Background: an optimization exercise with open tools, aiming at small area, a short achievable clock period and few clock cycles per item. Do not read the settings as production practice.
Function was checked by simulation only, so behaviour that the tests miss may differ from the original.

## flow/design.v (module list and top-level ports; edited modules follow where they fit)
// module polygon_geofence_clamp_top: 662 lines
// module pgc_div: 120 lines
// module pgc_booth_33x34: 1711 lines
// module pgc_sumsq_2x32: 3181 lines
module polygon_geofence_clamp_top #(
	parameter int MAX_VERTICES = 64,
	parameter int COORD_WIDTH  = 32
) (
	input  logic                           clk,
	input  logic                           arst_n,
	input  logic                           cfg_we,
	input  logic [pgc_pkg::CNT_WIDTH-1:0]  cfg_data,
	input  logic                           req_valid,
	output logic                           req_ready,
	input  logic                           req_operation,
	input  logic [pgc_pkg::IDX_WIDTH-1:0]  req_vertex_index,
	input  logic signed [COORD_WIDTH-1:0]  req_coord_x,
	input  logic signed [COORD_WIDTH-1:0]  req_coord_z,
	output logic                           rsp_valid,
	input  logic                           rsp_ready,
	output logic                           rsp_inside_res,
	output logic signed [COORD_WIDTH-1:0]  rsp_goal_x,
	output logic signed [COORD_WIDTH-1:0]  rsp_goal_z,
	output logic        [COORD_WIDTH:0]    rsp_distance
);
  // ...
==> flow/run.sh <==
#!/bin/bash
# synth_recipe.tcl (not shown) runs the flow's synth.tcl, then flattens the netlist and writes it again
# the make line also repeats each setting of config.mk as NAME=value (left out here)
make -C /OpenROAD-flow-scripts/flow DESIGN_CONFIG=/design/flow/config.mk WORK_HOME=/design/flow/orfs CLKGATE_MAP_FILE= SYNTH_SCRIPT=/design/flow/synth_recipe.tcl finish
==> flow/config.mk <==
export PLATFORM = sky130hd
export DESIGN_NAME = polygon_geofence_clamp_top
export DESIGN_NICKNAME = polygon_geofence_clamp_top
export VERILOG_FILES = /design/flow/design.v
export SDC_FILE = /design/flow/constraint.sdc
export NUM_CORES = 8
export LEC_CHECK = 0
export CAP_MARGIN = 20
export CORE_MARGIN = 2
export CORE_UTILIZATION = 40
export SLEW_MARGIN = 20
==> flow/constraint.sdc <==
create_clock -name core_clock -period 16.0 [get_ports {clk}]
set_input_delay 3.2000 -clock core_clock [delete_from_list [all_inputs] [get_ports {clk}]]
set_output_delay 3.2000 -clock core_clock [all_outputs]
set_load 0.01 [all_outputs]
==> metrics.cfg, run 1 <==
[logic_synthesis]
yosys.cell_count.top_type=edfxtp_1
syn_area_mm2=0.471
ys_warn_count=5

[sta]
rsz0062_at_grt=false
timing.fmax_mhz=79.9
maxSlewViolCount=9

[layout]
ff_latch_area_mm2=0.220
largest_class=multi-input gates
utilization_pct=44.6
final_common_cell=edfxtp_1

[setup_path]
crit_cells=41
max_stage_delay_ns=0.85
reg2reg_from=u_div.mz[31]$_DFFE_PP_
cp-endpoint=u_div.qz[29]$_DFFE_PP_

[outcome]
status=finished with violations
violations=capacitance limit, slew limit

[detailed_routing]
met3_length_um=167000
routed-wl-met2_um=781000
viasPerCell=5.87

[clocking]
tritoncts=done

[job]
maxCapViolCount=1

[placement]
placed_cells=53100

[global_routing]
antenna_found_initial=189
grt_overflow=0

Testbench counts, summed over its fixed seeds: cycles 86,603, queries 1,280.
==> module polygon_geofence_clamp_top, before the edit <==
module polygon_geofence_clamp_top #(
	parameter int MAX_VERTICES = 64,
	parameter int COORD_WIDTH  = 32
) (
	input  logic                           clk,
	input  logic                           arst_n,
	input  logic                           cfg_we,
	input  logic [pgc_pkg::CNT_WIDTH-1:0]  cfg_data,
	input  logic                           req_valid,
	output logic                           req_ready,
	input  logic                           req_operation,
	input  logic [pgc_pkg::IDX_WIDTH-1:0]  req_vertex_index,
	input  logic signed [COORD_WIDTH-1:0]  req_coord_x,
	input  logic signed [COORD_WIDTH-1:0]  req_coord_z,
	output logic                           rsp_valid,
	input  logic                           rsp_ready,
	output logic                           rsp_inside_res,
	output logic signed [COORD_WIDTH-1:0]  rsp_goal_x,
	output logic signed [COORD_WIDTH-1:0]  rsp_goal_z,
	output logic        [COORD_WIDTH:0]    rsp_distance
);
	localparam logic [1:0] K_PREF = 2'd0;   
	localparam logic [1:0] K_EDGE = 2'd1;   
	localparam logic [1:0] K_DRES = 2'd2;   
	localparam logic [1:0] C_A = 2'd0;      
	localparam logic [1:0] C_B = 2'd1;      
	localparam logic [1:0] C_I = 2'd2;      
	function automatic logic [11:0] flt(input logic [65:0] v);
		logic [6:0] l;
		logic [65:0] sh;
		l = 7'd0;
		for (int i = 0; i < 66; i++) begin
			if (v[i]) l = 7'(i + 1);
		end
		if (l <= 7'd5) begin
			flt = {7'd0, v[4:0]};
		end else begin
			sh = v >> (l - 7'd5);
			flt = {l - 7'd5, sh[4:0]};
		end
	endfunction
	logic        cap_v, cap_op;
	logic [5:0]  cap_idx;
	logic [31:0] cap_x, cap_z;
	logic        rdy_q;
	logic [6:0]  count_q;
	logic [6:0]  n_w;
	logic [5:0]  last_w;
	logic        wq_v;
	logic [5:0]  wq_idx;
	logic [31:0] wq_x, wq_z;
	logic        busy, mem_we;
	logic        cap_q, cap_w;
	assign n_w    = (count_q > 7'd64) ? 7'd64 : count_q;
	assign last_w = 6'(n_w - 7'd1);
	always_ff @(posedge clk) begin
		cap_op  <= req_operation;
		cap_idx <= req_vertex_index;
		cap_x   <= req_coord_x;
		cap_z   <= req_coord_z;
	end
	assign cap_q = cap_v && (cap_op == pgc_pkg::OP_QUERY);
	assign cap_w = cap_v && (cap_op == pgc_pkg::OP_WRITE);
	logic [1:0]  act, odd, have, scand, bfv;
	logic [31:0] ctx_px [2];
	logic [31:0] ctx_pz [2];
	logic [65:0] best [2];
	logic [5:0]  bidx [2];
	logic [31:0] goal_x [2];
	logic [31:0] goal_z [2];
	logic [63:0] defm [2];
	logic [3:0]  infl [2];
	logic [11:0] bflt [2];
	logic        head, tail;
	logic        pend_v, pend_c;
	logic        scan_v, scan_c, scan_pref;
	logic [5:0]  scan_i;
	logic        re_v, re_c;
	logic [5:0]  re_j;
	assign busy   = act[0] | act[1];
	assign mem_we = wq_v && !busy;
	logic q_ok, ws_ok, wh_ok, acc;
	assign acc   = req_valid && rdy_q;
	assign q_ok  = !act[tail] && !pend_v && !cap_q && !(wq_v && busy);
	assign ws_ok = !busy && !cap_q;
	assign wh_ok = !wq_v && !cap_w;
	always_ff @(posedge clk or negedge arst_n) begin
		if (!arst_n) begin
			cap_v   <= 1'b0;
			rdy_q   <= 1'b0;
			count_q <= '0;
			wq_v    <= 1'b0;
		end else begin
			cap_v <= acc;
			if (acc) begin
				rdy_q <= (req_operation == pgc_pkg::OP_WRITE) && ws_ok && q_ok;
			end else begin
				rdy_q <= q_ok && (ws_ok || wh_ok);
			end
			if (cfg_we) begin
				count_q <= cfg_data;
			end
			if (cap_w) begin
				wq_v <= 1'b1;
			end else if (mem_we) begin
				wq_v <= 1'b0;
			end
		end
	end
	always_ff @(posedge clk) begin
		if (cap_w) begin
			wq_idx <= cap_idx;
			wq_x   <= cap_x;
			wq_z   <= cap_z;
		end
	end
	assign req_ready = rdy_q;
	logic [63:0] mem [64];
	logic        iss_v, iss_first;
	logic [1:0]  iss_k;
	logic        iss_c;
	logic [5:0]  iss_a, iss_i;
	always_ff @(posedge clk) begin
		if (mem_we) begin
			mem[wq_idx] <= {wq_z, wq_x};
		end
	end
	logic        dv_busy, dv_done, dv_c, dv_take, dv_abort, dv_start;
	logic [5:0]  dv_idx;
	logic [63:0] dv_res;
	logic        g_v, g_c;        
	logic        fin_in, fin_out, fin;
	logic        re_pick, re_cc;
	logic [5:0]  re_jj;
	logic [63:0] re_mask;
	logic [1:0]  re_ok;
	logic        n_iss_v, n_iss_first, n_iss_c;
	logic [1:0]  n_iss_k;
	logic [5:0]  n_iss_a, n_iss_i;
	function automatic logic [5:0] lowbit(input logic [63:0] m);
		lowbit = 6'd0;
		for (int i = 63; i >= 0; i--) begin
			if (m[i]) lowbit = 6'(i);
		end
	endfunction
	always_comb begin
		for (int c = 0; c < 2; c++) begin
			re_ok[c] = act[c] && scand[c] && (defm[c] != '0)
				&& !(odd[c] && (infl[c] == '0));
		end
	end
	assign re_cc   = re_ok[head] ? head : !head;
	assign re_pick = (re_ok[0] || re_ok[1]) && !dv_busy;
	assign re_mask = defm[re_cc];
	assign re_jj   = lowbit(re_mask);
	always_comb begin
		n_iss_v     = 1'b0;
		n_iss_k     = K_PREF;
		n_iss_c     = 1'b0;
		n_iss_a     = '0;
		n_iss_i     = '0;
		n_iss_first = 1'b0;
		dv_take     = 1'b0;
		if (dv_done) begin
			n_iss_v = 1'b1;
			n_iss_k = K_DRES;
			n_iss_c = dv_c;
			n_iss_i = dv_idx;
			dv_take = 1'b1;
		end else if (re_v) begin
			n_iss_v = 1'b1;
			n_iss_k = K_EDGE;
			n_iss_c = re_c;
			n_iss_a = re_j;
			n_iss_i = re_j;
		end else if (re_pick) begin
			n_iss_v = 1'b1;
			n_iss_k = K_PREF;
			n_iss_c = re_cc;
			n_iss_a = (re_jj == 6'd0) ? last_w : re_jj - 6'd1;
		end else if (scan_v) begin
			n_iss_v = 1'b1;
			n_iss_c = scan_c;
			if (scan_pref) begin
				n_iss_k = K_PREF;
				n_iss_a = (scan_i == 6'd0) ? last_w : scan_i - 6'd1;
			end else begin
				n_iss_k     = K_EDGE;
				n_iss_a     = scan_i;
				n_iss_i     = scan_i;
				n_iss_first = 1'b1;
			end
		end else if (pend_v) begin
			n_iss_v = 1'b1;
			n_iss_k = K_PREF;
			n_iss_c = pend_c;
			n_iss_a = last_w;
		end
	end
	always_ff @(posedge clk or negedge arst_n) begin
		if (!arst_n) begin
			iss_v     <= 1'b0;
			pend_v    <= 1'b0;
			scan_v    <= 1'b0;
			re_v      <= 1'b0;
		end else begin
			iss_v <= n_iss_v;
			if (dv_done) begin
			end else if (re_v) begin
				re_v <= 1'b0;
			end else if (re_pick) begin
				re_v <= 1'b1;
				re_c <= re_cc;
				re_j <= re_jj;
				if (scan_v) scan_pref <= 1'b1;
			end else if (scan_v) begin
				if (scan_pref) begin
					scan_pref <= 1'b0;
				end else begin
					scan_i <= scan_i + 6'd1;
					if (scan_i == last_w) scan_v <= 1'b0;
				end
			end else if (pend_v) begin
				pend_v    <= 1'b0;
				scan_v    <= 1'b1;
				scan_c    <= pend_c;
				scan_i    <= 6'd0;
				scan_pref <= 1'b0;
			end
			if (cap_q && (n_w != '0)) begin
				pend_v <= 1'b1;
				pend_c <= tail;
			end
		end
	end
	always_ff @(posedge clk) begin
		iss_k     <= n_iss_k;
		iss_c     <= n_iss_c;
		iss_a     <= n_iss_a;
		iss_i     <= n_iss_i;
		iss_first <= n_iss_first;
	end
	logic        r_v, r_first, r_c;
	logic [1:0]  r_k;
	logic [5:0]  r_i;
	logic [63:0] r_d;
	always_ff @(posedge clk or negedge arst_n) begin
		if (!arst_n) r_v <= 1'b0;
		else         r_v <= iss_v;
	end
	always_ff @(posedge clk) begin
		r_k     <= iss_k;
		r_c     <= iss_c;
		r_i     <= iss_i;
		r_first <= iss_first;
		r_d     <= (iss_k == K_DRES) ? dv_res : mem[iss_a];
	end
	logic signed [32:0] d_wx, d_wz, d_ex, d_ez;
	logic signed [33:0] d_a1, d_b2, d_b3;
	logic signed [31:0] l_bx, l_bz;           
	logic signed [32:0] l_ux, l_uz;           
	logic        d_eq, d_sez, d_cross;
	logic signed [31:0] r_bx, r_bz, r_px, r_pz;
	logic        r_chain;
	assign r_bx    = r_d[31:0];
	assign r_bz    = r_d[63:32];
	assign r_px    = ctx_px[r_c];
	assign r_pz    = ctx_pz[r_c];
	assign r_chain = r_v && (r_k != K_DRES);
	assign d_wx = 33'(r_px) - 33'(r_bx);
	assign d_wz = 33'(r_pz) - 33'(r_bz);
	assign d_ex = 33'(r_bx) - 33'(l_bx);
	assign d_ez = 33'(r_bz) - 33'(l_bz);
	assign d_a1 = (34'(r_bx) + 34'(l_bz)) - (34'(l_bx) + 34'(r_bz));
	assign d_b2 = 34'(l_uz) - 34'(l_ux);
	assign d_b3 = 34'(l_ux) + 34'(l_uz);
	assign d_eq    = (r_bx == l_bx) && (r_bz == l_bz);
	assign d_sez   = r_bz < l_bz;
	assign d_cross = ((!d_wz[32]) && (d_wz != '0)) != ((!l_uz[32]) && (l_uz != '0));
	always_ff @(posedge clk) begin
		if (r_chain) begin
			l_bx <= r_bx;
			l_bz <= r_bz;
			l_ux <= d_wx;
			l_uz <= d_wz;
		end
	end
	logic        x_v, x_first, x_c;
	logic [1:0]  x_k;
	logic [5:0]  x_i;
	logic [63:0] x_b;
	logic signed [32:0] x_ux, x_ex, x_ez;
	logic signed [33:0] x_a1, x_b2, x_b3;
	logic [31:0] x_wxo, x_wzo;
	logic        x_sx, x_sz, x_eq, x_sez, x_cross;
	always_ff @(posedge clk or negedge arst_n) begin
		if (!arst_n) x_v <= 1'b0;
		else         x_v <= r_v;
	end
	always_ff @(posedge clk) begin
		x_k     <= r_k;
		x_c     <= r_c;
		x_i     <= r_i;
		x_first <= r_first;
		x_b     <= r_d;
		x_ux    <= l_ux;
		x_ex    <= d_ex;
		x_ez    <= d_ez;
		x_a1    <= d_a1;
		x_b2    <= d_b2;
		x_b3    <= d_b3;
		x_wxo   <= d_wx[31:0] ^ {32{d_wx[32]}};
		x_sx    <= d_wx[32];
		x_wzo   <= d_wz[31:0] ^ {32{d_wz[32]}};
		x_sz    <= d_wz[32];
		x_eq    <= d_eq;
		x_sez   <= d_sez;
		x_cross <= d_cross;
	end
	logic [66:0] k1s, k1c, k2s, k2c, k3s, k3c;
	logic [65:0] qs, qc;
	pgc_booth_33x34 u_k1 (.a(x_ux), .b(x_a1), .s(k1s), .c(k1c));
	pgc_booth_33x34 u_k2 (.a(x_ex), .b(x_b2), .s(k2s), .c(k2c));
	pgc_booth_33x34 u_k3 (.a(x_ez), .b(x_b3), .s(k3s), .c(k3c));
	pgc_sumsq_2x32  u_sq (.x0(x_wxo), .s0(x_sx), .x1(x_wzo), .s1(x_sz), .s(qs), .c(qc));
	logic        m_v, m_first, m_c;
	logic [1:0]  m_k;
	logic [5:0]  m_i;
	logic [63:0] m_b;
	logic [66:0] m_k1s, m_k1c, m_k2s, m_k2c, m_k3s, m_k3c;
	logic [65:0] m_qs, m_qc;
	logic        m_eq, m_sez, m_cross;
	always_ff @(posedge clk or negedge arst_n) begin
		if (!arst_n) m_v <= 1'b0;
		else         m_v <= x_v;
	end
	always_ff @(posedge clk) begin
		m_k     <= x_k;
		m_c     <= x_c;
		m_i     <= x_i;
		m_first <= x_first;
		m_b     <= x_b;
		m_k1s   <= k1s;
		m_k1c   <= k1c;
		m_k2s   <= k2s;
		m_k2c   <= k2c;
		m_k3s   <= k3s;
		m_k3c   <= k3c;
		m_qs    <= qs;
		m_qc    <= qc;
		m_eq    <= x_eq;
		m_sez   <= x_sez;
		m_cross <= x_cross;
	end
	logic signed [66:0] s_num, s_nc;
	logic [65:0] s_ww;
	logic [65:0] l_ww;
	assign s_num = m_k1s + m_k1c + m_k3s + m_k3c;
	assign s_nc  = m_k1s + m_k1c + m_k2s + m_k2c;
	assign s_ww  = m_qs + m_qc;
	logic        n_v, n_first, n_c;
	logic [1:0]  n_k;
	logic [5:0]  n_i;
	logic [63:0] n_b;
	logic signed [66:0] n_num, n_nc;
	logic [65:0] n_ww, n_uu;
	logic        n_eq, n_sez, n_cross;
	always_ff @(posedge clk or negedge arst_n) begin
		if (!arst_n) n_v <= 1'b0;
		else         n_v <= m_v;
	end
	always_ff @(posedge clk) begin
		if (m_v && (m_k != K_DRES)) l_ww <= s_ww;
		n_k     <= m_k;
		n_c     <= m_c;
		n_i     <= m_i;
		n_first <= m_first;
		n_b     <= m_b;
		n_num   <= s_num;
		n_nc    <= s_nc;
		n_ww    <= s_ww;
		n_uu    <= l_ww;
		n_eq    <= m_eq;
		n_sez   <= m_sez;
		n_cross <= m_cross;
	end
	logic signed [67:0] y_den_w, y_gt_w;
	logic [1:0]  y_cls_w;
	logic        y_tog_w;
	assign y_den_w = 68'(n_ww) - 68'(n_uu) + (68'(n_num) <<< 1);
	assign y_gt_w  = 68'(n_uu) - 68'(n_ww) - 68'(n_num);
	always_comb begin
		if (n_eq || n_num[66]) y_cls_w = C_A;
		else if (!y_gt_w[67] && (y_gt_w != '0)) y_cls_w = C_B;
		else y_cls_w = C_I;
	end
	assign y_tog_w = n_cross && (n_nc != '0) && ((!n_nc[66]) == n_sez);
	logic        y_v, y_first, y_c, y_tog;
	logic [1:0]  y_k, y_cls;
	logic [5:0]  y_i;
	logic [63:0] y_b;
	logic [65:0] y_num, y_den, y_d2, y_cab;
	always_ff @(posedge clk or negedge arst_n) begin
		if (!arst_n) y_v <= 1'b0;
		else         y_v <= n_v;
	end
	always_ff @(posedge clk) begin
		y_k     <= n_k;
		y_c     <= n_c;
		y_i     <= n_i;
		y_first <= n_first;
		y_b     <= n_b;
		y_cls   <= y_cls_w;
		y_tog   <= y_tog_w;
		y_num   <= n_num[65:0];
		y_den   <= y_den_w[65:0];
		y_d2    <= ((n_k != K_DRES) && (y_cls_w == C_A)) ? n_uu : n_ww;
		y_cab   <= n_nc[65:0] ^ {66{n_nc[66]}};
	end
	logic [11:0] f_fc, f_fd, f_fb;
	logic [9:0]  f_lhs;
	logic [11:0] f_rhs;
	logic signed [9:0] f_s;
	logic [25:0] f_l, f_r;
	logic        f_skip, f_pass_w;
	assign f_fc  = flt(y_cab);
	assign f_fd  = flt(y_den);
	assign f_fb  = bflt[y_c];
	assign f_lhs = 10'(f_fc[4:0]) * 10'(f_fc[4:0]);
	assign f_rhs = 12'(6'(f_fd[4:0]) + 6'd1) * 12'(6'(f_fb[4:0]) + 6'd2);
	assign f_s   = 10'(f_fc[11:5]) * 10'sd2 - 10'(f_fd[11:5]) - 10'(f_fb[11:5]);
	assign f_l   = 26'(f_lhs) << 4'(f_s + 10'sd12);
	assign f_r   = 26'(f_rhs) << 12;
	always_comb begin
		if (f_s >= 10'sd3) f_skip = 1'b1;
		else if (f_s < -10'sd12) f_skip = 1'b0;
		else f_skip = f_l >= f_r;
	end
	assign f_pass_w = !bfv[y_c] || !f_skip;
	logic        f_v, f_first, f_c, f_tog, f_pass;
	logic [1:0]  f_k, f_cls;
	logic [5:0]  f_i;
	logic [63:0] f_b;
	logic [65:0] f_num, f_den, f_d2;
	always_ff @(posedge clk or negedge arst_n) begin
		if (!arst_n) f_v <= 1'b0;
		else         f_v <= y_v;
	end
	always_ff @(posedge clk) begin
		f_k     <= y_k;
		f_c     <= y_c;
		f_i     <= y_i;
		f_first <= y_first;
		f_b     <= y_b;
		f_cls   <= y_cls;
		f_tog   <= y_tog;
		f_num   <= y_num;
		f_den   <= y_den;
		f_d2    <= y_d2;
		f_pass  <= f_pass_w;
	end
	logic [63:0] g_lb;                  
	logic        g_merge, g_better, g_disp, g_defer, g_edge;
	logic [63:0] g_goal;
	assign g_v    = f_v;
	assign g_c    = f_c;
	assign g_edge = f_v && (f_k == K_EDGE);
	assign g_merge = (g_edge && (f_cls != C_I)) || (f_v && (f_k == K_DRES));
	assign g_goal  = (f_k == K_EDGE && f_cls == C_A) ? g_lb : f_b;
	assign g_better = !have[g_c] || (f_d2 < best[g_c])
		|| ((f_d2 == best[g_c]) && (f_i < bidx[g_c]));
	assign g_disp  = g_edge && (f_cls == C_I) && f_pass && !dv_busy;
	assign g_defer = g_edge && (f_cls == C_I) && f_pass && dv_busy;
	assign dv_start = g_disp;
	always_ff @(posedge clk) begin
		if (f_v && (f_k != K_DRES)) g_lb <= f_b;
	end
	logic        sq_free;
	logic [1:0]  iss_inc, ret_dec;
	logic [11:0] fb_w [2];
	logic        fin_base;
	assign fb_w[0] = flt(best[0]);
	assign fb_w[1] = flt(best[1]);
	always_comb begin
		fin_base = act[head] && scand[head] && (infl[head] == '0) && sq_free;
		fin_in  = fin_base && odd[head] && !(dv_done && (dv_c == head));
		fin_out = fin_base && !odd[head] && (defm[head] == '0) && !(dv_busy && (dv_c == head));
		fin     = fin_in || fin_out;
	end
	assign dv_abort = fin_in && dv_busy && (dv_c == head) && !dv_done;
	always_comb begin
		for (int c = 0; c < 2; c++) begin
			iss_inc[c] = n_iss_v && (n_iss_c == 1'(c));
			ret_dec[c] = g_v && (g_c == 1'(c));
		end
	end
	always_ff @(posedge clk or negedge arst_n) begin
		if (!arst_n) begin
			act   <= '0;
			scand <= '0;
			head  <= 1'b0;
			tail  <= 1'b0;
			infl[0] <= '0;
			infl[1] <= '0;
			bfv   <= '0;
			have  <= '0;
		end else begin
			for (int c = 0; c < 2; c++) begin
				infl[c] <= infl[c] + 4'(iss_inc[c]) - 4'(ret_dec[c]);
				bfv[c]  <= have[c] && (fb_w[c][11:5] >= 7'd9) && !(cap_q && (tail == 1'(c)));
			end
			if (cap_q) begin
				act[tail]   <= 1'b1;
				scand[tail] <= (n_w == '0);
				have[tail]  <= 1'b0;
				tail        <= !tail;
			end
			if (scan_v && !dv_done && !re_v && !re_pick && !scan_pref && (scan_i == last_w)) begin
				scand[scan_c] <= 1'b1;
			end
			if (g_merge && g_better) begin
				have[g_c] <= 1'b1;
			end
			if (fin) begin
				act[head] <= 1'b0;
				head      <= !head;
			end
		end
	end
	always_ff @(posedge clk) begin
		for (int c = 0; c < 2; c++) begin
			bflt[c] <= fb_w[c];
		end
		if (cap_q) begin
			ctx_px[tail] <= cap_x;
			ctx_pz[tail] <= cap_z;
			odd[tail]    <= 1'b0;
			defm[tail]   <= '0;
		end
		if (g_edge && f_first && f_tog) begin
			odd[g_c] <= !odd[g_c];
		end
		if (g_merge && g_better) begin
			best[g_c]   <= f_d2;
			bidx[g_c]   <= f_i;
			goal_x[g_c] <= g_goal[31:0];
			goal_z[g_c] <= g_goal[63:32];
		end
		for (int c = 0; c < 2; c++) begin
			if (!(cap_q && (tail == 1'(c)))) begin
				if (fin_in && (head == 1'(c))) begin
					defm[c] <= '0;
				end else begin
					defm[c] <= (defm[c] & ~((re_pick && !dv_done && !re_v && (re_cc == 1'(c)))
						? (64'd1 << re_jj) : 64'd0))
						| ((g_defer && (g_c == 1'(c))) ? (64'd1 << f_i) : 64'd0);
				end
			end
		end
	end
	pgc_div u_div (
		.clk    (clk),
		.arst_n (arst_n),
		.start  (dv_start),
		.abort  (dv_abort),
		.take   (dv_take),
		.num_i  (f_num),
		.den_i  (f_den),
		.a_i    (g_lb),
		.b_i    (f_b),
		.ctx_i  (f_c),
		.idx_i  (f_i),
		.busy   (dv_busy),
		.done   (dv_done),
		.ctx    (dv_c),
		.idx    (dv_idx),
		.res    (dv_res)
	);
	logic        sq_busy, sq_done, sq_in, sq_run;
	logic [4:0]  sq_cnt;
	logic [67:0] sq_s;
	logic [37:0] sq_rem;
	logic [33:0] sq_root;
	logic [31:0] sq_x, sq_z;
	logic [32:0] sq_d;
	logic [37:0] sq_rn1, sq_rn2, sq_t1, sq_t2, sq_r1, sq_r2;
	logic [33:0] sq_o1, sq_o2;
	logic        out_v, out_load;
	logic        fin_empty;
	assign sq_free  = !sq_busy;
	assign fin_empty = !have[head];
	assign sq_rn1 = {sq_rem[35:0], sq_s[67:66]};
	assign sq_t1  = {2'b0, sq_root, 2'b01};
	assign sq_r1  = (sq_rn1 >= sq_t1) ? (sq_rn1 - sq_t1) : sq_rn1;
	assign sq_o1  = {sq_root[32:0], (sq_rn1 >= sq_t1)};
	assign sq_rn2 = {sq_r1[35:0], sq_s[65:64]};
	assign sq_t2  = {2'b0, sq_o1, 2'b01};
	assign sq_r2  = (sq_rn2 >= sq_t2) ? (sq_rn2 - sq_t2) : sq_rn2;
	assign sq_o2  = {sq_o1[32:0], (sq_rn2 >= sq_t2)};
	assign out_load = sq_done && (!out_v || rsp_ready);
	always_ff @(posedge clk or negedge arst_n) begin
		if (!arst_n) begin
			sq_busy <= 1'b0;
			sq_done <= 1'b0;
			sq_run  <= 1'b0;
			out_v   <= 1'b0;
		end else begin
			if (fin) begin
				sq_busy <= 1'b1;
				sq_run  <= fin_out && !fin_empty;
				sq_done <= !(fin_out && !fin_empty);
			end else if (sq_run) begin
				if (sq_cnt == 5'd16) begin
					sq_run  <= 1'b0;
					sq_done <= 1'b1;
				end
			end else if (out_load) begin
				sq_busy <= 1'b0;
				sq_done <= 1'b0;
			end
			if (out_load) begin
				out_v <= 1'b1;
			end else if (rsp_ready) begin
				out_v <= 1'b0;
			end
		end
	end
	always_ff @(posedge clk) begin
		if (fin) begin
			sq_cnt  <= '0;
			sq_s    <= {2'b00, best[head]};
			sq_rem  <= '0;
			sq_root <= '0;
			sq_in   <= fin_in;
			if (fin_in) begin
				sq_x <= ctx_px[head];
				sq_z <= ctx_pz[head];
				sq_d <= '0;
			end else if (fin_empty) begin
				sq_x <= '0;
				sq_z <= '0;
				sq_d <= '1;
			end else begin
				sq_x <= goal_x[head];
				sq_z <= goal_z[head];
			end
		end else if (sq_run) begin
			sq_cnt  <= sq_cnt + 5'd1;
			sq_s    <= {sq_s[63:0], 4'b0000};
			sq_rem  <= sq_r2;
			sq_root <= sq_o2;
			if (sq_cnt == 5'd16) sq_d <= sq_o2[32:0];
		end
		if (out_load) begin
			rsp_inside_res <= sq_in;
			rsp_goal_x     <= sq_x;
			rsp_goal_z     <= sq_z;
			rsp_distance   <= sq_d;
		end
	end
	assign rsp_valid = out_v;
endmodule
==> module pgc_div, before the edit <==
module pgc_div (
	input  logic        clk,
	input  logic        arst_n,
	input  logic        start,
	input  logic        abort,
	input  logic        take,
	input  logic [65:0] num_i,
	input  logic [65:0] den_i,
	input  logic [63:0] a_i,
	input  logic [63:0] b_i,
	input  logic        ctx_i,
	input  logic [5:0]  idx_i,
	output logic        busy,
	output logic        done,
	output logic        ctx,
	output logic [5:0]  idx,
	output logic [63:0] res
);
	localparam logic [2:0] S_IDLE = 3'd0, S_P1 = 3'd1, S_P2 = 3'd2, S_RUN = 3'd3,
		S_RND = 3'd4, S_FIN = 3'd5, S_DONE = 3'd6;
	logic [2:0]  st;
	logic [65:0] num, den;
	logic signed [31:0] ax, az, bx, bz;
	logic [31:0] mx, mz;
	logic        sx, sz;
	logic [5:0]  cnt;
	logic [67:0] rx, rz;
	logic [32:0] qx, qz;
	function automatic logic [69:0] step(input logic [67:0] r, input logic add,
		input logic [65:0] nu, input logic [65:0] de);
		logic [68:0] t0, t1, t2;
		t0 = {r[67:0], 1'b0} + (add ? 69'(nu) : 69'd0);
		t1 = t0 - 69'(de);
		t2 = t0 - (69'(de) << 1);
		if (!t2[68]) step = {2'd2, t2[67:0]};
		else if (!t1[68]) step = {2'd1, t1[67:0]};
		else step = {2'd0, t0[67:0]};
	endfunction
	logic [32:0] ex_w, ez_w;
	logic [31:0] mor;
	logic [5:0]  lz;
	logic [69:0] stx, stz;
	assign ex_w = 33'(bx) - 33'(ax);
	assign ez_w = 33'(bz) - 33'(az);
	assign mor  = mx | mz;
	always_comb begin
		lz = 6'd32;
		for (int i = 0; i < 32; i++) begin
			if (mor[i]) lz = 6'(31 - i);
		end
	end
	assign stx = step(rx, mx[31], num, den);
	assign stz = step(rz, mz[31], num, den);
	assign busy = (st != S_IDLE);
	assign done = (st == S_DONE);
	always_ff @(posedge clk or negedge arst_n) begin
		if (!arst_n) begin
			st <= S_IDLE;
		end else begin
			case (st)
				S_IDLE: if (start) st <= S_P1;
				S_P1:   st <= S_P2;
				S_P2:   st <= (lz == 6'd32) ? S_RND : S_RUN;
				S_RUN:  if (cnt == 6'd1) st <= S_RND;
				S_RND:  st <= S_FIN;
				S_FIN:  st <= S_DONE;
				S_DONE: if (take) st <= S_IDLE;
				default: st <= S_IDLE;
			endcase
			if (abort) st <= S_IDLE;
		end
	end
	always_ff @(posedge clk) begin
		case (st)
			S_IDLE: begin
				num <= num_i;
				den <= den_i;
				ax  <= a_i[31:0];
				az  <= a_i[63:32];
				bx  <= b_i[31:0];
				bz  <= b_i[63:32];
				ctx <= ctx_i;
				idx <= idx_i;
			end
			S_P1: begin
				sx <= ex_w[32];
				sz <= ez_w[32];
				mx <= ex_w[32] ? 32'(-ex_w) : ex_w[31:0];
				mz <= ez_w[32] ? 32'(-ez_w) : ez_w[31:0];
			end
			S_P2: begin
				mx  <= mx << lz;
				mz  <= mz << lz;
				cnt <= 6'd32 - lz;
				rx  <= '0;
				rz  <= '0;
				qx  <= '0;
				qz  <= '0;
			end
			S_RUN: begin
				rx  <= stx[67:0];
				rz  <= stz[67:0];
				qx  <= {qx[31:0], 1'b0} + 33'(stx[69:68]);
				qz  <= {qz[31:0], 1'b0} + 33'(stz[69:68]);
				mx  <= mx << 1;
				mz  <= mz << 1;
				cnt <= cnt - 6'd1;
			end
			S_RND: begin
				qx <= qx + 33'({rx, 1'b0} >= 69'(den));
				qz <= qz + 33'({rz, 1'b0} >= 69'(den));
			end
			S_FIN: begin
				res[31:0]  <= 32'(33'(ax) + (sx ? -qx : qx));
				res[63:32] <= 32'(33'(az) + (sz ? -qz : qz));
			end
			default: ;
		endcase
	end
endmodule
==> run 2, diff against run 1 <==
--- a/flow/design.v
+++ b/flow/design.v
@@ -62,6 +62,33 @@
 			flt = {l - 7'd5, sh[4:0]};
 		end
 	endfunction
+	function automatic logic fskip(input logic [11:0] fc, input logic [11:0] fd,
+		input logic [11:0] fb);
+		logic [9:0]  lhs;
+		logic [11:0] rhs;
+		logic signed [9:0] sd;
+		logic [25:0] l, r;
+		lhs = 10'(fc[4:0]) * 10'(fc[4:0]);
+		rhs = 12'(6'(fd[4:0]) + 6'd1) * 12'(6'(fb[4:0]) + 6'd2);
+		sd  = 10'(fc[11:5]) * 10'sd2 - 10'(fd[11:5]) - 10'(fb[11:5]);
+		l   = 26'(lhs) << 4'(sd + 10'sd12);
+		r   = 26'(rhs) << 12;
+		if (sd >= 10'sd3) fskip = 1'b1;
+		else if (sd < -10'sd12) fskip = 1'b0;
+		else fskip = l >= r;
+	endfunction
+	function automatic logic rskip(input logic [11:0] fc, input logic [11:0] fd,
+		input logic [11:0] gc, input logic [11:0] gd);
+		logic [22:0] l, r;
+		logic signed [9:0] sd;
+		l  = 23'(10'(fc[4:0]) * 10'(fc[4:0])) * 23'(gd[4:0]) * 23'd16;
+		r  = 23'(12'(6'(gc[4:0]) + 6'd1) * 12'(6'(gc[4:0]) + 6'd1)) * 23'(6'(fd[4:0]) + 6'd1) * 23'd17;
+		sd = 10'(fc[11:5]) * 10'sd2 + 10'(gd[11:5]) - 10'(fd[11:5]) - 10'(gc[11:5]) * 10'sd2;
+		if ((fc[11:5] == '0) || (fd[11:5] == '0)) rskip = 1'b0;
+		else if (sd >= 10'sd4) rskip = 1'b1;
+		else if (sd <= -10'sd4) rskip = 1'b0;
+		else rskip = (26'(l) << 3'(sd + 10'sd3)) >= (26'(r) << 3);
+	endfunction
 	logic        cap_v, cap_op;
 	logic [5:0]  cap_idx;
 	logic [31:0] cap_x, cap_z;
@@ -94,6 +121,9 @@
 	logic [63:0] defm [2];
 	logic [3:0]  infl [2];
 	logic [11:0] bflt [2];
+	logic [1:0]  crv;
+	logic [11:0] cr_fc [2];
+	logic [11:0] cr_fd [2];
 	logic        head, tail;
 	logic        pend_v, pend_c;
 	logic        scan_v, scan_c, scan_pref;
@@ -151,6 +181,7 @@
 	logic        dv_busy, dv_done, dv_c, dv_take, dv_abort, dv_start;
 	logic [5:0]  dv_idx;
 	logic [63:0] dv_res;
+	logic        cb_v, cb_c, cb_go, cb_kill, cb_pass, g_cand, g_tocb;
 	logic        g_v, g_c;        
 	logic        fin_in, fin_out, fin;
 	logic        re_pick, re_cc;
@@ -173,7 +204,7 @@
 		end
 	end
 	assign re_cc   = re_ok[head] ? head : !head;
-	assign re_pick = (re_ok[0] || re_ok[1]) && !dv_busy;
+	assign re_pick = (re_ok[0] || re_ok[1]) && !cb_v;
 	assign re_mask = defm[re_cc];
 	assign re_jj   = lowbit(re_mask);
 	always_comb begin
@@ -440,31 +471,18 @@
 		y_d2    <= ((n_k != K_DRES) && (y_cls_w == C_A)) ? n_uu : n_ww;
 		y_cab   <= n_nc[65:0] ^ {66{n_nc[66]}};
 	end
-	logic [11:0] f_fc, f_fd, f_fb;
-	logic [9:0]  f_lhs;
-	logic [11:0] f_rhs;
-	logic signed [9:0] f_s;
-	logic [25:0] f_l, f_r;
-	logic        f_skip, f_pass_w;
+	logic [11:0] f_fc, f_fd;
+	logic        f_pass_w;
 	assign f_fc  = flt(y_cab);
 	assign f_fd  = flt(y_den);
-	assign f_fb  = bflt[y_c];
-	assign f_lhs = 10'(f_fc[4:0]) * 10'(f_fc[4:0]);
-	assign f_rhs = 12'(6'(f_fd[4:0]) + 6'd1) * 12'(6'(f_fb[4:0]) + 6'd2);
-	assign f_s   = 10'(f_fc[11:5]) * 10'sd2 - 10'(f_fd[11:5]) - 10'(f_fb[11:5]);
-	assign f_l   = 26'(f_lhs) << 4'(f_s + 10'sd12);
-	assign f_r   = 26'(f_rhs) << 12;
-	always_comb begin
-		if (f_s >= 10'sd3) f_skip = 1'b1;
-		else if (f_s < -10'sd12) f_skip = 1'b0;
-		else f_skip = f_l >= f_r;
-	end
-	assign f_pass_w = !bfv[y_c] || !f_skip;
+	assign f_pass_w = (!bfv[y_c] || !fskip(f_fc, f_fd, bflt[y_c]))
+		&& (!crv[y_c] || !rskip(f_fc, f_fd, cr_fc[y_c], cr_fd[y_c]));
 	logic        f_v, f_first, f_c, f_tog, f_pass;
 	logic [1:0]  f_k, f_cls;
 	logic [5:0]  f_i;
 	logic [63:0] f_b;
 	logic [65:0] f_num, f_den, f_d2;
+	logic [11:0] f_fcq, f_fdq;
 	always_ff @(posedge clk or negedge arst_n) begin
 		if (!arst_n) f_v <= 1'b0;
 		else         f_v <= y_v;
@@ -481,6 +499,8 @@
 		f_den   <= y_den;
 		f_d2    <= y_d2;
 		f_pass  <= f_pass_w;
+		f_fcq   <= f_fc;
+		f_fdq   <= f_fd;
 	end
 	logic [63:0] g_lb;                  
 	logic        g_merge, g_better, g_disp, g_defer, g_edge;
@@ -492,9 +512,51 @@
 	assign g_goal  = (f_k == K_EDGE && f_cls == C_A) ? g_lb : f_b;
 	assign g_better = !have[g_c] || (f_d2 < best[g_c])
 		|| ((f_d2 == best[g_c]) && (f_i < bidx[g_c]));
-	assign g_disp  = g_edge && (f_cls == C_I) && f_pass && !dv_busy;
-	assign g_defer = g_edge && (f_cls == C_I) && f_pass && dv_busy;
-	assign dv_start = g_disp;
+	logic [5:0]  cb_i;
+	logic [65:0] cb_num, cb_den;
+	logic [63:0] cb_a, cb_b;
+	logic [11:0] cb_fc, cb_fd;
+	assign g_cand  = g_edge && (f_cls == C_I) && f_pass;
+	assign cb_pass = !bfv[cb_c] || !fskip(cb_fc, cb_fd, bflt[cb_c]);
+	assign cb_kill = cb_v && fin_in && (cb_c == head);
+	assign cb_go   = cb_v && !dv_busy && !cb_kill;
+	assign g_disp  = g_cand && !dv_busy && !cb_v;
+	assign g_tocb  = g_cand && (cb_v ? !dv_busy : dv_busy);
+	assign g_defer = g_cand && dv_busy && cb_v;
+	assign dv_start = (cb_go && cb_pass) || g_disp;
+	always_ff @(posedge clk or negedge arst_n) begin
+		if (!arst_n) cb_v <= 1'b0;
+		else if (g_tocb) cb_v <= 1'b1;
+		else if (cb_go || cb_kill) cb_v <= 1'b0;
+	end
+	logic g_crok;
+	assign g_crok = (f_fcq[11:5] != '0) && (f_fdq[11:5] != '0)
+		&& ({1'b0, f_fcq[11:5], 1'b0} >= {2'b0, f_fdq[11:5]} + 9'd12);
+	always_ff @(posedge clk or negedge arst_n) begin
+		if (!arst_n) crv <= '0;
+		else begin
+			if (cap_q) crv[tail] <= 1'b0;
+			if (g_cand && g_crok) crv[g_c] <= 1'b1;
+		end
+	end
+	always_ff @(posedge clk) begin
+		if (g_cand && g_crok) begin
+			cr_fc[g_c] <= f_fcq;
+			cr_fd[g_c] <= f_fdq;
+		end
+	end
+	always_ff @(posedge clk) begin
+		if (g_tocb) begin
+			cb_c   <= f_c;
+			cb_i   <= f_i;
+			cb_num <= f_num;
+			cb_den <= f_den;
+			cb_a   <= g_lb;
+			cb_b   <= f_b;
+			cb_fc  <= f_fcq;
+			cb_fd  <= f_fdq;
+		end
+	end
 	always_ff @(posedge clk) begin
 		if (f_v && (f_k != K_DRES)) g_lb <= f_b;
 	end
@@ -507,7 +569,8 @@
 	always_comb begin
 		fin_base = act[head] && scand[head] && (infl[head] == '0) && sq_free;
 		fin_in  = fin_base && odd[head] && !(dv_done && (dv_c == head));
-		fin_out = fin_base && !odd[head] && (defm[head] == '0) && !(dv_busy && (dv_c == head));
+		fin_out = fin_base && !odd[head] && (defm[head] == '0) && !(dv_busy && (dv_c == head))
+			&& !(cb_v && (cb_c == head));
 		fin     = fin_in || fin_out;
 	end
 	assign dv_abort = fin_in && dv_busy && (dv_c == head) && !dv_done;
@@ -587,12 +650,12 @@
 		.start  (dv_start),
 		.abort  (dv_abort),
 		.take   (dv_take),
-		.num_i  (f_num),
-		.den_i  (f_den),
-		.a_i    (g_lb),
-		.b_i    (f_b),
-		.ctx_i  (f_c),
-		.idx_i  (f_i),
+		.num_i  (cb_v ? cb_num : f_num),
+		.den_i  (cb_v ? cb_den : f_den),
+		.a_i    (cb_v ? cb_a : g_lb),
+		.b_i    (cb_v ? cb_b : f_b),
+		.ctx_i  (cb_v ? cb_c : f_c),
+		.idx_i  (cb_v ? cb_i : f_i),
 		.busy   (dv_busy),
 		.done   (dv_done),
 		.ctx    (dv_c),
@@ -702,40 +765,65 @@
 	output logic [63:0] res
 );
 	localparam logic [2:0] S_IDLE = 3'd0, S_P1 = 3'd1, S_P2 = 3'd2, S_RUN = 3'd3,
-		S_RND = 3'd4, S_FIN = 3'd5, S_DONE = 3'd6;
+		S_F1 = 3'd4, S_FIN = 3'd6, S_DONE = 3'd7;
 	logic [2:0]  st;
-	logic [65:0] num, den;
-	logic signed [31:0] ax, az, bx, bz;
+	logic [65:0] nn, dd;
+	logic signed [31:0] ax, az;
 	logic [31:0] mx, mz;
 	logic        sx, sz;
 	logic [5:0]  cnt;
-	logic [67:0] rx, rz;
-	logic [32:0] qx, qz;
-	function automatic logic [69:0] step(input logic [67:0] r, input logic add,
-		input logic [65:0] nu, input logic [65:0] de);
-		logic [68:0] t0, t1, t2;
-		t0 = {r[67:0], 1'b0} + (add ? 69'(nu) : 69'd0);
-		t1 = t0 - 69'(de);
-		t2 = t0 - (69'(de) << 1);
-		if (!t2[68]) step = {2'd2, t2[67:0]};
-		else if (!t1[68]) step = {2'd1, t1[67:0]};
-		else step = {2'd0, t0[67:0]};
+	logic [6:0]  dsh;
+	logic [69:0] wxs, wxc, wzs, wzc;
+	logic [33:0] qxp, qxn, qzp, qzn;   
+	logic        fx, fz;    
+	logic        ex2;       
+	function automatic logic [141:0] srt(input logic [69:0] ws, input logic [69:0] wc,
+		input logic bit_m, input logic [65:0] n, input logic [65:0] d);
+		logic [69:0] a0, a1, a2, ys, yc, e, zs, zc;
+		logic [7:0]  est;
+		logic        qp, qn;
+		a0  = {ws[68:0], 1'b0};
+		a1  = {wc[68:0], 1'b0};
+		a2  = bit_m ? {4'b0, n} : 70'd0;
+		ys  = a0 ^ a1 ^ a2;
+		yc  = {((a0 & a1) | (a0 & a2) | (a1 & a2)), 1'b0} ;
+		est = ys[69:62] + yc[69:62];
+		qp  = !est[7] && (est >= 8'd18);
+		qn  = est[7] && (est < 8'hEC);
+		e   = qp ? ~{2'b0, d, 2'b0} : (qn ? {2'b0, d, 2'b0} : 70'd0);
+		zs  = ys ^ yc ^ e;
+		zc  = {((ys & yc) | (ys & e) | (yc & e)), qp};
+		srt = {qp, qn, zs, zc};
 	endfunction
+	logic [141:0] sx1, sx2, sz1, sz2;
+	assign sx1 = srt(wxs, wxc, mx[31], nn, dd);
+	assign sx2 = srt(sx1[139:70], sx1[69:0], mx[30], nn, dd);
+	assign sz1 = srt(wzs, wzc, mz[31], nn, dd);
+	assign sz2 = srt(sz1[139:70], sz1[69:0], mz[30], nn, dd);
 	logic [32:0] ex_w, ez_w;
 	logic [31:0] mor;
 	logic [5:0]  lz;
-	logic [69:0] stx, stz;
-	assign ex_w = 33'(bx) - 33'(ax);
-	assign ez_w = 33'(bz) - 33'(az);
+	logic [6:0]  dl;
+	assign ex_w = {mx[31], mx} - 33'(ax);
+	assign ez_w = {mz[31], mz} - 33'(az);
 	assign mor  = mx | mz;
 	always_comb begin
 		lz = 6'd32;
 		for (int i = 0; i < 32; i++) begin
 			if (mor[i]) lz = 6'(31 - i);
 		end
+		dl = 7'd66;
+		for (int i = 0; i < 66; i++) begin
+			if (dd[i]) dl = 7'(65 - i);
+		end
 	end
-	assign stx = step(rx, mx[31], num, den);
-	assign stz = step(rz, mz[31], num, den);
+	logic [69:0] rx0, rz0;
+	assign rx0 = wxs + wxc;
+	assign rz0 = wzs + wzc;
+	logic [34:0] qx_f, qz_f;
+	assign qx_f = (35'(qxp) - 35'(fx) + (ex2 ? 35'd2 : 35'd1)) >> ex2;
+	assign qz_f = (35'(qzp) - 35'(fz) + (ex2 ? 35'd2 : 35'd1)) >> ex2;
+	assign res  = {az, ax};
 	assign busy = (st != S_IDLE);
 	assign done = (st == S_DONE);
 	always_ff @(posedge clk or negedge arst_n) begin
@@ -745,9 +833,9 @@
 			case (st)
 				S_IDLE: if (start) st <= S_P1;
 				S_P1:   st <= S_P2;
-				S_P2:   st <= (lz == 6'd32) ? S_RND : S_RUN;
-				S_RUN:  if (cnt == 6'd1) st <= S_RND;
-				S_RND:  st <= S_FIN;
+				S_P2:   st <= S_RUN;
+				S_RUN:  if (cnt <= 6'd2) st <= S_F1;
+				S_F1:   st <= S_FIN;
 				S_FIN:  st <= S_DONE;
 				S_DONE: if (take) st <= S_IDLE;
 				default: st <= S_IDLE;
@@ -758,46 +846,60 @@
 	always_ff @(posedge clk) begin
 		case (st)
 			S_IDLE: begin
-				num <= num_i;
-				den <= den_i;
+				nn  <= num_i;
+				dd  <= den_i;
 				ax  <= a_i[31:0];
 				az  <= a_i[63:32];
-				bx  <= b_i[31:0];
-				bz  <= b_i[63:32];
+				mx  <= b_i[31:0];
+				mz  <= b_i[63:32];
 				ctx <= ctx_i;
 				idx <= idx_i;
 			end
 			S_P1: begin
-				sx <= ex_w[32];
-				sz <= ez_w[32];
-				mx <= ex_w[32] ? 32'(-ex_w) : ex_w[31:0];
-				mz <= ez_w[32] ? 32'(-ez_w) : ez_w[31:0];
+				sx  <= ex_w[32];
+				sz  <= ez_w[32];
+				mx  <= ex_w[32] ? 32'(-ex_w) : ex_w[31:0];
+				mz  <= ez_w[32] ? 32'(-ez_w) : ez_w[31:0];
+				dsh <= dl;
 			end
 			S_P2: begin
+				nn  <= nn << dsh;
+				dd  <= dd << dsh;
 				mx  <= mx << lz;
 				mz  <= mz << lz;
-				cnt <= 6'd32 - lz;
-				rx  <= '0;
-				rz  <= '0;
-				qx  <= '0;
-				qz  <= '0;
+				ex2 <= !lz[0];
+				cnt <= lz[0] ? 6'd35 - lz : 6'd36 - lz;
+				wxs <= '0;
+				wxc <= '0;
+				wzs <= '0;
+				wzc <= '0;
+				qxp <= '0;
+				qxn <= '0;
+				qzp <= '0;
+				qzn <= '0;
 			end
 			S_RUN: begin
-				rx  <= stx[67:0];
-				rz  <= stz[67:0];
-				qx  <= {qx[31:0], 1'b0} + 33'(stx[69:68]);
-				qz  <= {qz[31:0], 1'b0} + 33'(stz[69:68]);
-				mx  <= mx << 1;
-				mz  <= mz << 1;
-				cnt <= cnt - 6'd1;
-			end
-			S_RND: begin
-				qx <= qx + 33'({rx, 1'b0} >= 69'(den));
-				qz <= qz + 33'({rz, 1'b0} >= 69'(den));
+				wxs <= sx2[139:70];
+				wxc <= sx2[69:0];
+				wzs <= sz2[139:70];
+				wzc <= sz2[69:0];
+				qxp <= {qxp[31:0], sx1[141], sx2[141]};
+				qxn <= {qxn[31:0], sx1[140], sx2[140]};
+				qzp <= {qzp[31:0], sz1[141], sz2[141]};
+				qzn <= {qzn[31:0], sz1[140], sz2[140]};
+				mx  <= mx << 2;
+				mz  <= mz << 2;
+				cnt <= cnt - 6'd2;
+			end
+			S_F1: begin
+				fx  <= rx0[69];
+				fz  <= rz0[69];
+				qxp <= qxp - qxn;
+				qzp <= qzp - qzn;
 			end
 			S_FIN: begin
-				res[31:0]  <= 32'(33'(ax) + (sx ? -qx : qx));
-				res[63:32] <= 32'(33'(az) + (sz ? -qz : qz));
+				ax <= 32'(33'(ax) + (sx ? -(qx_f[33:1]) : qx_f[33:1]));
+				az <= 32'(33'(az) + (sz ? -(qz_f[33:1]) : qz_f[33:1]));
 			end
 			default: ;
 		endcase
==> metrics.cfg, run 2 <==
[outcome]
status=complete, no violations

[die]
fp.coreArea_mm2=1.27
pin_count=183
die_width_um=1130
rows=414
die_h_um=1130
start_util_pct=40.1
dieArea_mm2=1.28

[logic_synthesis]
yosysTopAreaCell=edfxtp_1
synth_compound_area_share_pct=9.12
synth_edf_count=6271
yosys.area_share.adder_pct=17.4
ys_top_cells_by_count=edfxtp_1, inv_1, fa_1, nand2_1, dfxtp_1
ys_warn_count=5  ; unchanged
synth_top_cell_area_share_pct=37.0
synth_cell_types=98
synth-seq-cells=8508
synth-xor-area-share_pct=5.07
yosys.cell_count.top_type=edfxtp_1
synthSimpleGateAreaFrac_pct=7.50
synth_cells=41800
synth_area_leaders=edfxtp_1, fa_1, dfxtp_1
synth_top_family_by_area=adder cells
syn_area_mm2=0.508  ; +8.0%
synthArstFlopShare_pct=0.564
syn_avg_cell_area_um2=12.2
yosys_most_used_dff=edfxtp_1
yosysSeqAreaShare_pct=45.9
synthMuxAreaShare_pct=9.63

[sta]
worst_pin_slew_ns=1.44
fin_tns_setup_ns=0
rsz0062_at_grt=false
min_period_ns=14.54
hold_ws_ns=0.268
slew_headroom_pct=3.98
fin_ws_ns=1.46
fin_crit_sh_pct=90.9
fin_skew_ns=0.150
maxSlewViolCount=0  ; -9
report.final.hold_viol_count=0
timing.fmax_mhz=68.8  ; -14%
setup_violations=0

[clocking]
tritoncts=done
cts-root-buf=clkbuf_16
h-tree-depth=6
clk_path_buf_depth=5
cts-resized-gates=0
cts_buffers=921
hold_buffers=0
clk_pin_slew_worst_paths_ns=0.06
cts_setup_buffers=0
cts_sinks=8508
clk_latency_ns=1.28

[detailed_routing]
routedWlPerCell_um=30.4
drtIter0Drc=40100
vias=347000
routed_wl_um=1810000
drc_errors=0
postRouteAntennaNets=0
viasPerCell=5.83  ; -0.70%
drtPass1Iterations=7

[placement]
place_ws_ns=1.31
gp_congestion=0.944
placed_cells=57600  ; +8.7%
portBuffers=182
post_dp_cell_area_mm2=0.534
dp_hpwl_um=1250000

[setup_path]
critical_path_class=reg -> reg
critPathCaptureType=flop
cp_top_family=compound AO/OA/AOI/OAI gates
cpMostUsedCell=a21oi_1
crit_buf_inv=10
cp.required_ns=17.07
max_stage_delay_ns=0.85  ; about the same
arrival_ns=15.61
start_kind=flop
slowest_stage=a2111oi_0
worst-path-max-fanout=18

[global_routing]
grt_use_total_pct=27.7
first_global_vias=350000
antenna_found_initial=180  ; -4.8%
grt_pass1_wl_um=2570000
grt_max_degree=251
grt_overflow=0  ; unchanged

[layout]
utilization_pct=44.6  ; about the same
syn2layout_area_growth_pct=11.3
final_cell_mix=edfxtp_1, inv_1, fa_1
final_common_cell=edfxtp_1
finalInstanceArea_mm2=0.566
fillerInstances=115000
drive_above_1_share_pct=11.6
reg_top3=mem: 4096 flops, best: 132 flops, defm: 128 flops
finalNetCount=46900
largest_register_ffs=4096
ff_latch_area_mm2=0.233  ; +6.2%
layout.cells.non_filler=59500
multiInputGateArea_mm2=0.250
largest-register=mem

[worst_hold_path]
min_path_type=reg -> reg

[job]
maxCapViolCount=0  ; -1

run 2: changes by cell type in the layout (fill, tap and decap cells not counted), moves of 127 or more:
cell | previous run | this run
a21o_1 | 478 | 346
a21oi_1 | 1676 | 1549
and3_1 | 230 | 470
buf_4 | 868 | 1113
diode_2 | 434 | 137
edfxtp_1 | 5835 | 6271
fa_1 | 2630 | 3259
inv_1 | 4068 | 4826
mux2i_1 | 606 | 1029
nand2_1 | 1811 | 2564
nor2_1 | 1489 | 1618
o21ai_0 | 1284 | 1540
xnor2_1 | 1503 | 1319
run 2: worst paths after layout:
| path | start | end | slack [ns] | cells past startpoint |
|---|---|---|---|---|
| hold / removal | n_b[52]$_DFF_P_ | y_b[52]$_DFF_P_ | 0.27 | 0 |
| setup reg to reg | y_cab[19]$_DFF_P_ | f_pass$_DFF_P_ | 1.46 | 60 |
| max in group asynchronous | arst_n | cb_v$_DFFE_PN0P_ | 12.87 | 2 |
| setup / recovery | y_cab[19]$_DFF_P_ | f_pass$_DFF_P_ | 1.46 | 60 |
| min in group asynchronous | arst_n | bfv[1]$_DFF_PN0_ | 1.98 | 1 |
| hold reg to reg | n_b[52]$_DFF_P_ | y_b[52]$_DFF_P_ | 0.27 | 0 |
run 2: area by class of cell:
class | count | share of cell area (%)
timing repair buffer | 1341 | 1.96
clock buffer | 1226 | 4.58
sequential | 8508 | 41.2
antenna | 137 | 0.0606
tap | 16800 | 3.72
multi-input combinational | 26100 | 44.2
clock inverter | 505 | 0.991
inverter | 4859 | 3.23
run 2: cell families after synthesis:
| kind of cell | Yosys count |
|---|---|
| flops | 8508 |
| simple gates | 7901 |
| buf+inv | 7307 |
| compound gates | 7141 |
| fa+ha+maj | 5112 |
| xor+xnor | 2941 |
| mux | 2861 |
| other cells | 2 |
run 2: layer usage:
layer  up-vias  part of all wire (%)  global-route usage, %
met2     18200                    46                   44.0
met5         -                 0.023                  0.133
met3      4023                   9.6                   6.23
li1     147000                     -                      -
met1    177000                    38                   35.3
met4        54                   6.3                   14.8
Testbench counts of run 2, summed over its fixed seeds: cycles 62,554, queries 1,280.

==> re-timing with driven ports <==
No port has a modelled driver above. Below, the same layouts with a new extraction and two added sets of constraints. Step 1 assumes that a clkbuf_16 drives the clock port and a buf_2 every other input. Step 2 adds t to the input delays and takes it off the output delays; t is the mean of the earliest and latest rising clock arrival at the registers after step 1. Input paths then give back, and output paths get back, about the clock's delay inside the block. Slacks: ideal / step 1 / step 2; pairs: ideal / step 1.
run | shift t [ns] | setup WS [ns] | worst hold slack (ns)
run 1 | 1.336 | 3.481 / 3.481 / 3.481 | 0.232 / 0.232 / 0.232
run 2 | 1.381 | 1.456 / 1.456 / 1.456 | 0.268 / 0.268 / 0.268
